From an optimization exercise on the open Yosys and OpenROAD flow, aimed at small area, a short achievable clock period and few clock cycles per item; shortcuts taken in it are not production practice.
In this exercise RTL edits were held to simulation tests only and were not proved equivalent to the original.
Power figures rest on the tool's default switching activity, not on a simulated workload.

$ cat flow/constraint.sdc
create_clock -name core_clock -period 6.0 [get_ports {PCLK}]
set_input_delay 1.2000 -clock core_clock [delete_from_list [all_inputs] [get_ports {PCLK}]]
set_output_delay 1.2000 -clock core_clock [all_outputs]
set_load 0.01 [all_outputs]
$ cat flow/config.mk
export PLATFORM = sky130hd
export DESIGN_NAME = apb_slave_mem
export DESIGN_NICKNAME = apb_slave_mem
export VERILOG_FILES = /design/flow/design.v
export SDC_FILE = /design/flow/constraint.sdc
export NUM_CORES = 4
export LEC_CHECK = 0
export CAP_MARGIN = 20
export CORE_MARGIN = 2
export CORE_UTILIZATION = 45
export PLACE_DENSITY = 0.6
export SLEW_MARGIN = 20
$ cat flow/design.v
package apb_pkg;
  localparam int APB_DW = 32;
  localparam logic S_IDLE   = 1'b0;
  localparam logic S_ACCESS = 1'b1;
  typedef enum logic {
    ST_IDLE   = S_IDLE,
    ST_ACCESS = S_ACCESS
  } slv_state_e;
  function automatic logic addr_err(input logic [31:0] paddr, input int addr_w);
    logic err;
    err = 1'b0;
    for (int i = 0; i < 31; i++) begin
      if ((i < 2) || (i >= addr_w + 2)) begin
        err = err | paddr[i];
      end
    end
    addr_err = err;
  endfunction
endpackage
module apb_slave_mem_array #(
  parameter int ADDR_W = 8,
  parameter int DW     = 32
) (
  input  logic              clk,
  input  logic              rst_n,
  input  logic              we,
  input  logic [ADDR_W-1:0] waddr,
  input  logic [DW-1:0]     wdata,
  input  logic              re,
  input  logic              rzero,
  input  logic [ADDR_W-1:0] raddr,
  output logic [DW-1:0]     rdata
);
  localparam int DEPTH = 2 ** ADDR_W;
  logic [DW-1:0] mem_q [DEPTH];
  logic [DW-1:0] mem_d [DEPTH];
  logic [DW-1:0] rdata_q;
  logic [DW-1:0] rdata_d;
  always_comb begin
    for (int i = 0; i < DEPTH; i++) begin
      mem_d[i] = mem_q[i];
    end
    if (we) begin
      mem_d[waddr] = wdata;
    end
    rdata_d = rdata_q;
    if (re) begin
      rdata_d = rzero ? '0 : mem_q[raddr];
    end
  end
  always_ff @(posedge clk or negedge rst_n) begin
    if (!rst_n) begin
      for (int i = 0; i < DEPTH; i++) begin
        mem_q[i] <= '0;
      end
      rdata_q <= '0;
    end else begin
      for (int i = 0; i < DEPTH; i++) begin
        mem_q[i] <= mem_d[i];
      end
      rdata_q <= rdata_d;
    end
  end
  assign rdata = rdata_q;
endmodule
module apb_slave_mem #(
  parameter int ADDR_W      = 6,
  parameter int WAIT_CYCLES = 1
) (
  input  logic              PCLK,
  input  logic              PRESETn,
  input  logic              PSEL,
  input  logic              PENABLE,
  input  logic              PWRITE,
  input  logic [31:0]       PADDR,
  input  logic [31:0]       PWDATA,
  output logic              PREADY,
  output logic [apb_pkg::APB_DW-1:0] PRDATA,
  output logic              PSLVERR
);
  apb_pkg::slv_state_e        state_q, state_d;
  logic [3:0]        cnt_q, cnt_d;
  logic [ADDR_W-1:0] idx_q, idx_d;
  logic              wr_q, wr_d;
  logic [apb_pkg::APB_DW-1:0] wdata_q, wdata_d;
  logic              err_q, err_d;
  logic              setup;
  logic              mem_we;
  logic              ready;
  logic              setup_err;
  logic [apb_pkg::APB_DW-1:0] rd_data;
  assign setup_err = apb_pkg::addr_err(PADDR, ADDR_W);
  always_comb begin
    state_d = state_q;
    cnt_d   = cnt_q;
    idx_d   = idx_q;
    wr_d    = wr_q;
    wdata_d = wdata_q;
    err_d   = err_q;
    setup   = 1'b0;
    mem_we  = 1'b0;
    case (state_q)
      apb_pkg::ST_IDLE: begin
        if (PSEL && !PENABLE) begin
          setup   = 1'b1;
          idx_d   = PADDR[ADDR_W+1:2];
          wr_d    = PWRITE;
          wdata_d = PWDATA;
          err_d   = setup_err;
          cnt_d   = 4'(WAIT_CYCLES);
          state_d = apb_pkg::ST_ACCESS;
        end
      end
      apb_pkg::ST_ACCESS: begin
        if (!PSEL) begin
          cnt_d   = '0;
          state_d = apb_pkg::ST_IDLE;
        end else if (cnt_q != 4'd0) begin
          cnt_d = cnt_q - 4'd1;
        end else if (PENABLE) begin
          mem_we  = wr_q && !err_q;
          state_d = apb_pkg::ST_IDLE;
        end
      end
      default: state_d = apb_pkg::ST_IDLE;
    endcase
  end
  always_ff @(posedge PCLK or negedge PRESETn) begin
    if (!PRESETn) begin
      state_q <= apb_pkg::ST_IDLE;
      cnt_q   <= '0;
      idx_q   <= '0;
      wr_q    <= 1'b0;
      wdata_q <= '0;
      err_q   <= 1'b0;
    end else begin
      state_q <= state_d;
      cnt_q   <= cnt_d;
      idx_q   <= idx_d;
      wr_q    <= wr_d;
      wdata_q <= wdata_d;
      err_q   <= err_d;
    end
  end
  apb_slave_mem_array #(
    .ADDR_W (ADDR_W),
    .DW     (apb_pkg::APB_DW)
  ) u_array (
    .clk   (PCLK),
    .rst_n (PRESETn),
    .we    (mem_we),
    .waddr (idx_q),
    .wdata (wdata_q),
    .re    (setup),
    .rzero (setup_err),
    .raddr (PADDR[ADDR_W+1:2]),
    .rdata (rd_data)
  );
  always_comb begin
    ready   = (state_q == apb_pkg::ST_ACCESS) && (cnt_q == 4'd0);
    PREADY  = ready;
    PSLVERR = ready && err_q;
    PRDATA  = (ready && !wr_q && !err_q) ? rd_data : '0;
  end
endmodule
$ cat flow/run.sh
#!/bin/bash
# synth_recipe.tcl (not shown) runs the flow's synth.tcl, then flattens the netlist and writes it again
# the make line also repeats each setting of config.mk as NAME=value (left out here)
make -C /OpenROAD-flow-scripts/flow DESIGN_CONFIG=/design/flow/config.mk WORK_HOME=/design/flow/orfs CLKGATE_MAP_FILE= SYNTH_SCRIPT=/design/flow/synth_recipe.tcl finish
==> run summary <==
The via density per instance is 7.02, and the DRC violation count after routing is 0. In the synthesized netlist, mux cells make up 25.8% of the area. The area fraction of the dominant cell type after synthesis was 57.2%. Synthesis produced a netlist with a net count of 6943. In this run, the number of DRC markers left after iteration 0 of detailed routing was 10100.

Post-CTS timing repair inserted 0 buffers for setup. The longest clock path from root to sink contains 3 buffers. The synthesized design contains 2125 register bits. The number of gates resized after cts was 0.

Setup violations remaining at the end of the flow were counted as 0. The die is 458 um wide. The tools report the total routing usage reported by global routing as 39.0%. The netlist area before placement is 0.0929 mm^2. The number of max-slew violations in the final report is 0, and the maximum fanout along the worst path is 32.

The number of clock buffers added by TritonCTS is 224. The routed design could run at a clock period as short as 4990 ps. The number of global-route vias before repair is 66400. The area of all placed cells without fillers was 0.106 mm^2. The die covers 0.210 mm^2.

Sequential cells were found to cover 57.2% of the synthesized design area. The flow ran to the end and the layout has no timing, DRC or antenna violations. The share of final-layout standard cells stronger than drive strength 1 is 41.0%, and the worst hold slack is 293 ps.

Pin placement for this block handled 103 I/O pins. The logs give 166 for the number of core rows and 9798 for the post-layout instance count excluding filler cells. The global-route wire length before repair is 562000 um.

The tools report the number of nets with antenna violations after detailed routing as 0. The total of warnings raised by yosys is 4, and the TritonCTS sink count is 2125. The dominant cell type by area after synthesis is sky130_fd_sc_hd__dfrtp_1. The maximum clock frequency is 200 MHz.

The startpoint identified for the worst register-to-register timing path is cnt_q[0]. After global routing the overflow that remains totals 0. The setup path with the least slack is of type reg2out. Element type at the critical path start: a flip-flop. Across all layers, the routed design uses 68800 vias. Setup clock skew after layout: 40.7 ps. The filler cells instantiated in the layout total 17300. For the worst-skew pair, the clock arrives at the later sink with an insertion delay of 930 ps. The run gives 16.0% as the tightest slew margin relative to the limit.

The die is 458 um tall. The most used flip-flop cell after synthesis is sky130_fd_sc_hd__dfrtp_1. The worst path arrival time was 3790 ps. The slack of the worst reg-to-reg path was 1950 ps. The net count of the finished layout is 6968. The run gives 9357 as the total placed cells including tap cells. The compound-cell area share of the yosys netlist came out at 9.03%. For the total of hold buffers inserted after clock tree synthesis, the log shows 0. The most instantiated library cell after synthesis is sky130_fd_sc_hd__dfrtp_1. The first detailed-routing pass ran for 9 iterations.

Compared with the post-synthesis result, the final layout area differs by 14.3%. Power density of the placed cells: 285 mW/mm^2. After synthesis, the share of flip-flops with an asynchronous set or reset is 100%.

Yosys mapped a number of flops with a built-in enable equal to 0. Prior to clock tree synthesis, the placed netlist has a worst setup slack of 945 ps. The worst-case IR drop observed on VDD is 0.000248 V.

The run gives 1010 ps as the setup slack after layout. Setup repair after global routing left no endpoint under its margin. The post-route fraction of the period consumed by the critical path came out at 83.2%. Port buffering added 101 buffers. In this run the static leakage power is 0.0518 uW.

The tools report the number of failing hold endpoints at the final stage as 0. The tightest min-delay check is of the in2async type. After detailed routing, the average wire length per cell comes to 42.4 um. For the total number of H-tree levels, the log shows 4. TritonCTS built the clock tree. The logs give 0 for the max-capacitance violation count and 0.205 mm^2 for the placeable core area. Summing all placed instances gives a cell area of 0.0987 mm^2.

The destination of the worst register-to-register timing path is u_array.mem_q[6][22]. The tools report the number of instances in the synthesized netlist as 6873. Ranked by instance count, the synthesized netlist is headed by 2125 x sky130_fd_sc_hd__dfrtp_1, 2011 x sky130_fd_sc_hd__mux2_2, 679 x sky130_fd_sc_hd__a22oi_1, 316 x sky130_fd_sc_hd__clkbuf_1, 254 x sky130_fd_sc_hd__nand2_1. The adder and majority gate portion of the synthesized area came out at 0.0135%. The clock transition at the registers of the reported paths is 70 ps. The effective utilization at floorplan is 45.3%.

In the final timing run, aggregate negative setup slack is 0 ps. The largest family of logic cells by synthesized area is multiplexers. Kind of end point of the critical path: a primary output. Detailed placement finished with a half-perimeter wire length of 244000 um. The cell count of the worst reg-to-reg path works out to 8.

The final RePlAce weighted congestion is 0.913, and the data required time at the worst endpoint is 4800 ps. By area the synthesized netlist is led by sky130_fd_sc_hd__dfrtp_1 57%, sky130_fd_sc_hd__mux2_2 24%, sky130_fd_sc_hd__a22oi_1 5.5%. The worst-margin pin slew came out at 1260 ps. The tree is rooted in a sky130_fd_sc_hd__clkbuf_16.

The number of antenna violations at the first check in global routing was 28. For this block, the routed nets add up to 415000 um of wire. Of the total synthesized cell area, the portion taken by XOR and XNOR cells is 0%. Yosys mapped the design onto 77 distinct sky130hd cell types. Entering global routing, the biggest net connects 187 pins.

In this run the mean area of a mapped cell was 13.5 um^2. The fraction of the mapped netlist area in simple logic gates works out to 4.75%.
==> power by group <==
group          internal (uW)  switching (uW)  leakage, uW
sequential             14400             516       0.0296
combinational            279            1080       0.0186
clock                   7980            5990      0.00359
==> flip-flops by register name, indices dropped and copies added, names as in the netlist <==
register and flops:
u_array.rdata_q 32, wdata_q 32, u_array.mem_q 2048, err_q 1, cnt_q 4, state_q 1, idx_q 6, wr_q 1
==> layout make-up <==
class	count	area, um^2	area share [%]
antenna	29	72.6	0.0683
timing repair buffer	466	4690	4.41
inverter	8	30.0	0.0283
tap	2688	3360	3.17
clock buffer	359	6770	6.37
sequential	2125	53200	50.1
multi-input combinational	4073	37500	35.3
clock inverter	50	543	0.511
==> cells in the final DEF, fill, tap and decap left out, drive strengths merged, types with 66 or more instances in the layout <==
cell	synthesis	final
dfrtp	2125	2125
a22o	93	93
nand3	71	71
a22oi	680	680
nand4	146	146
nand2	265	265
mux2	2076	2076
a21oi	66	66
nor2	122	122
clkdlybuf4s50	0	94
clkbuf	319	359
nor3	87	87
a221oi	117	117
buf	348	372
==> kinds of logic (layout without fill, tap and decap cells) <==
group	Yosys count	in the layout
compound gates	1104	1104
other cells	0	29
simple gates	836	836
buf+inv	675	883
fa+ha+maj	1	1
mux	2132	2132
flops	2125	2125
==> worst max-delay path, cell delays in order (launching register included) <==
cell,delay [ps]
sky130_fd_sc_hd__dfrtp_1,410
sky130_fd_sc_hd__inv_1,70
sky130_fd_sc_hd__ha_1,200
sky130_fd_sc_hd__nor3b_4,380
sky130_fd_sc_hd__and2_1,190
sky130_fd_sc_hd__nor3b_2,150
sky130_fd_sc_hd__buf_4,530
sky130_fd_sc_hd__and2_1,280
sky130_fd_sc_hd__clkdlybuf4s50_1,570
==> through the flow <==
step                      power (uW)  utilization, %
after floorplan                15500               -
after global placement         16400            48.1
after detailed placement       16500            48.2
after CTS                      30200            51.7
after global routing           31000            51.8
final                          30300            51.8
==> how the worst max path moves through the flow <==
| stage | from | end | slack, ps |
|---|---|---|---|
| finish | cnt_q[0] | PRDATA[20] | 1010 |
| global route | cnt_q[0] | PRDATA[20] | 760 |
| CTS | cnt_q[0] | PRDATA[20] | 870 |
| detailed placement | PADDR[3] | u_array.rdata_q[31] | 950 |
| global placement | PADDR[2] | u_array.rdata_q[8] | 970 |
| floorplan | cnt_q[0] | PRDATA[10] | 2890 |
==> per-layer routing <==
layer	track usage [%]	wire [um]	vias up
met5	0	229	-
met4	26.6	32000	18
met3	12.0	49700	1426
met2	55.5	176000	4951
met1	51.0	158000	36800
li1	-	-	25700
Testbench counts, summed over its fixed seeds: cycles 72,000, items 24,000.

[what the ideal ports hide]
The flow's constraints put no driver on any port. The routed layout listed below was extracted and timed again, unchanged, in two steps.
Step 1: set_driving_cell puts a clkbuf_16 on PCLK and a buf_2 on each other input, an assumption about the parent block.
Step 2 times the ports against the registers' clock, not the clock port: input delays grow and output delays shrink by t, the midpoint of the rising clock arrivals with the driver on.
Slacks: ideal / step 1 / step 2; pairs: ideal / step 1.
t, ns: 0.987
setup slack, ns: 1.007 / 0.925 / 0.727
worst setup path at the end: input to register
After both steps setup and hold are still met in this run. The setup slack of this run moves by -0.082 ns with the drivers and by -0.280 ns with both steps.
